This is an optimization exercise on Yosys and OpenROAD, whose aim is small area and a short achievable clock period, not a production implementation.
Where RTL was checked, it was by simulation tests only, not by an equivalence proof against the original.

==> build 55: inputs <==
==> flow/design.v <==
module mem_unit_hs #(
    parameter int word_size   = 8,
    parameter int addr_size   = 8,
    parameter int wait_states = 2
) (
    input  logic                 clk,
    input  logic                 rst,
    input  logic                 req,
    input  logic                 write,
    input  logic [addr_size-1:0] address,
    input  logic [word_size-1:0] data_in,
    output logic [word_size-1:0] data_out,
    output logic                 ready,
    output logic                 busy,
    output logic                 err
);
    localparam int nw = 2**addr_size;
    logic p1, p2, wr3, rd3;
    logic wr_q;
    logic [addr_size-1:0] addr_q;
    logic [word_size-1:0] data_q;
    logic [word_size-1:0] mem [nw];
    logic acc;
    assign acc = !busy && req;
    assign err = 1'b0;
    always_ff @(posedge clk or posedge rst)
        if (rst) begin
            p1    <= 1'b0;
            p2    <= 1'b0;
            wr3   <= 1'b0;
            rd3   <= 1'b0;
            busy  <= 1'b0;
            ready <= 1'b0;
        end else begin
            p1    <= acc;
            p2    <= p1;
            wr3   <= p2 && wr_q;
            rd3   <= p2 && !wr_q;
            busy  <= acc || p1 || p2;
            ready <= wr3 || rd3;
        end
    always_ff @(posedge clk)
        if (!busy) begin
            wr_q   <= write;
            addr_q <= address;
            data_q <= data_in;
        end
    logic [15:0] lo, hi;
    logic [nw-1:0] sel;
    always_comb begin
        for (int k = 0; k < 16; k++) begin
            lo[k] = addr_q[3:0] == 4'(k);
            hi[k] = addr_q[7:4] == 4'(k);
        end
        for (int i = 0; i < nw; i++) sel[i] = hi[i/16] && lo[i%16];
    end
    always_ff @(posedge clk)
        for (int i = 0; i < nw; i++)
            if (wr3 && sel[i]) mem[i] <= data_q;
    logic [word_size-1:0] rd;
    always_comb begin
        rd = '0;
        for (int i = 0; i < nw; i++) rd = rd | (mem[i] & {word_size{sel[i]}});
    end
    always_ff @(posedge clk or posedge rst)
        if (rst) data_out <= '0;
        else if (rd3) data_out <= rd;
endmodule
==> flow/run.sh <==
#!/bin/bash
# synth_recipe.tcl (not shown) runs the flow's synth.tcl, then flattens the netlist and writes it again
# the make line also repeats each setting of config.mk as NAME=value (left out here)
make -C /OpenROAD-flow-scripts/flow DESIGN_CONFIG=/design/flow/config.mk WORK_HOME=/design/flow/orfs CLKGATE_MAP_FILE= SYNTH_SCRIPT=/design/flow/synth_recipe.tcl finish
==> flow/config.mk <==
export PLATFORM = sky130hd
export DESIGN_NAME = mem_unit_hs
export DESIGN_NICKNAME = mem_unit_hs
export VERILOG_FILES = /design/flow/design.v
export SDC_FILE = /design/flow/constraint.sdc
export NUM_CORES = 4
export LEC_CHECK = 0
export CAP_MARGIN = 20
export CORE_MARGIN = 2
export CORE_UTILIZATION = 40
export SLEW_MARGIN = 20
==> flow/constraint.sdc <==
create_clock -name core_clock -period 4.0 [get_ports {clk}]
set_input_delay 0.8000 -clock core_clock [delete_from_list [all_inputs] [get_ports {clk}]]
set_output_delay 0.8000 -clock core_clock [all_outputs]
set_load 0.01 [all_outputs]
==> trial 74: changes against build 55 <==
==> flow/design.v (replaced) <==
module mem_unit_hs_row #(
    parameter int word_size = 8
) (
    input  logic                 clk,
    input  logic                 rsel,     
    input  logic                 wseln,    
    input  logic                 wkeep,    
    input  logic [15:0]          lo,       
    input  logic [15:0]          lon,      
    input  logic [word_size-1:0] d,
    output logic [word_size-1:0] rd
);
    logic [word_size-1:0] mem [16];
    logic [15:0] we, hold;
    always_comb
        for (int k = 0; k < 16; k++) begin
            we[k]   = !(wseln || lon[k]);
            hold[k] = !(wkeep && lo[k]);
        end
    always_ff @(posedge clk)
        for (int k = 0; k < 16; k++)
            mem[k] <= (mem[k] & {word_size{hold[k]}}) | (d & {word_size{we[k]}});
    logic [word_size-1:0] sum;
    always_comb begin
        sum = '0;
        for (int k = 0; k < 16; k++) sum = sum | (mem[k] & {word_size{lo[k]}});
    end
    assign rd = sum & {word_size{rsel}};
endmodule
module mem_unit_hs #(
    parameter int word_size   = 8,
    parameter int addr_size   = 8,
    parameter int wait_states = 2
) (
    input  logic                 clk,
    input  logic                 rst,
    input  logic                 req,
    input  logic                 write,
    input  logic [addr_size-1:0] address,
    input  logic [word_size-1:0] data_in,
    output logic [word_size-1:0] data_out,
    output logic                 ready,
    output logic                 busy,
    output logic                 err
);
    localparam int ng = 8;             
    logic p1, p2, p3, wr3, rd3, idle;
    logic wr_q;
    logic [15:0] lo_q, hi_q;
    logic [word_size-1:0] data_q;
    logic acc;
    assign acc = idle && req;
    assign err = 1'b0;
    always_ff @(posedge clk or posedge rst)
        if (rst) begin
            p1    <= 1'b0;
            p2    <= 1'b0;
            wr3   <= 1'b0;
            p3    <= 1'b0;
            rd3   <= 1'b0;
            busy  <= 1'b0;
            idle  <= 1'b1;
            ready <= 1'b0;
        end else begin
            p1    <= acc;
            p2    <= p1;
            wr3   <= p2 && wr_q;
            p3    <= p2;
            rd3   <= p2 && !wr_q;
            busy  <= acc || p1 || p2;
            idle  <= !(acc || p1 || p2);
            ready <= wr3 || rd3;
        end
    always_ff @(posedge clk)
        if (idle) begin
            wr_q   <= write;
            data_q <= data_in;
            for (int k = 0; k < 16; k++) begin
                lo_q[k] <= address[3:0] == 4'(k);
                hi_q[k] <= address[7:4] == 4'(k);
            end
        end
    logic [word_size-1:0] row_rd [16];
    for (genvar j = 0; j < 16; j++) begin : g_row
        mem_unit_hs_row #(.word_size(word_size)) u_row (
            .clk  (clk),
            .rsel (hi_q[j]),
            .wseln(!(hi_q[j] && wr3)),
            .wkeep(hi_q[j] && p3 && wr_q),
            .lo   (lo_q),
            .lon  (~lo_q),
            .d    (data_q),
            .rd   (row_rd[j])
        );
    end
    logic [word_size-1:0] part [ng];
    logic [word_size-1:0] part_q [ng];
    always_comb
        for (int g = 0; g < ng; g++) begin
            part[g] = '0;
            for (int j = 0; j < 16/ng; j++) part[g] = part[g] | row_rd[g*(16/ng)+j];
        end
    always_ff @(posedge clk)
        for (int g = 0; g < ng; g++) part_q[g] <= part[g];
    logic [word_size-1:0] rd;
    always_comb begin
        rd = '0;
        for (int g = 0; g < ng; g++) rd = rd | part_q[g];
    end
    always_ff @(posedge clk or posedge rst)
        if (rst) data_out <= '0;
        else if (rd3) data_out <= rd;
endmodule
- CAP_MARGIN: 20 -> 30
- CORE_UTILIZATION: 40 -> 85
- CTS_BUF_LIST: unset -> sky130_fd_sc_hd__clkbuf_4 sky130_fd_sc_hd__clkbuf_8 sky130_fd_sc_hd__clkbuf_16
- CTS_CLUSTER_DIAMETER: unset -> 80
- CTS_CLUSTER_SIZE: unset -> 30
- SETUP_SLACK_MARGIN: unset -> 1.9
==> reports/results.ini <==
[status]
status = finished with violations
check.faults = negative setup slack

[timing]
worst_slack_ns = -0.267
finalSetupViolations = 7

[cells_and_area]
multi_input_area_share_pct = 15.5
seq_cell_count = 2079

[global_route]
grt_pass1_wl_um = 688000

[worst_setup_path]
cp_slowest_cell = nor4_2
r2r_cells = 11

[power_and_ir_drop]
comb_power_uw = 7710

[synthesis]
ys_seq_area_share_pct = 79.3

[drt]
vias = 66400

The numbers above come from build 55.

==> reports/results.ini <==
[synthesis]
ys_seq_area_share_pct = 55.2

[drt]
vias = 64700

[worst_setup_path]
r2r_cells = 3
cp_slowest_cell = nand2_1

[global_route]
grt_pass1_wl_um = 345000

[cells_and_area]
multi_input_area_share_pct = 39.3
seq_cell_count = 2169

[timing]
finalSetupViolations = 0

[power_and_ir_drop]
comb_power_uw = 23600

[status]
status = no timing/DRC/antenna violations

The numbers above come from trial 74.

No functional check of the RTL was part of build 55.

-- re-timing with driven ports --
No port has a modelled driver above. Below, the same layouts with a new extraction and two added sets of constraints.
Step 1 assumes that a clkbuf_16 drives the clock port and a buf_2 every other input.
Step 2 moves the port delays by t, midway between the first and last clock arrival at a register: inputs arrive t later, outputs are due t later. That takes back most of the time a late clock gives input paths.
Slacks: ideal ports / drivers / drivers and shift; pairs: ideal ports / drivers.
run	t (ns)	slack for setup (ns)	worst hold slack (ns)	clock arrival spread, ns	cell pins on the clock port's net
build 55	0.996	-0.267 / -0.267 / -0.267	0.330 / 0.256 / 0.385	0.056 / 0.056	1
trial 74	0.799	1.657 / 1.657 / 1.327	0.419 / 0.419 / 0.419	0.046 / 0.046	1
The setup slack of trial 74, which loses most, moves by 0.000 ns with the drivers and by -0.330 ns with both steps.
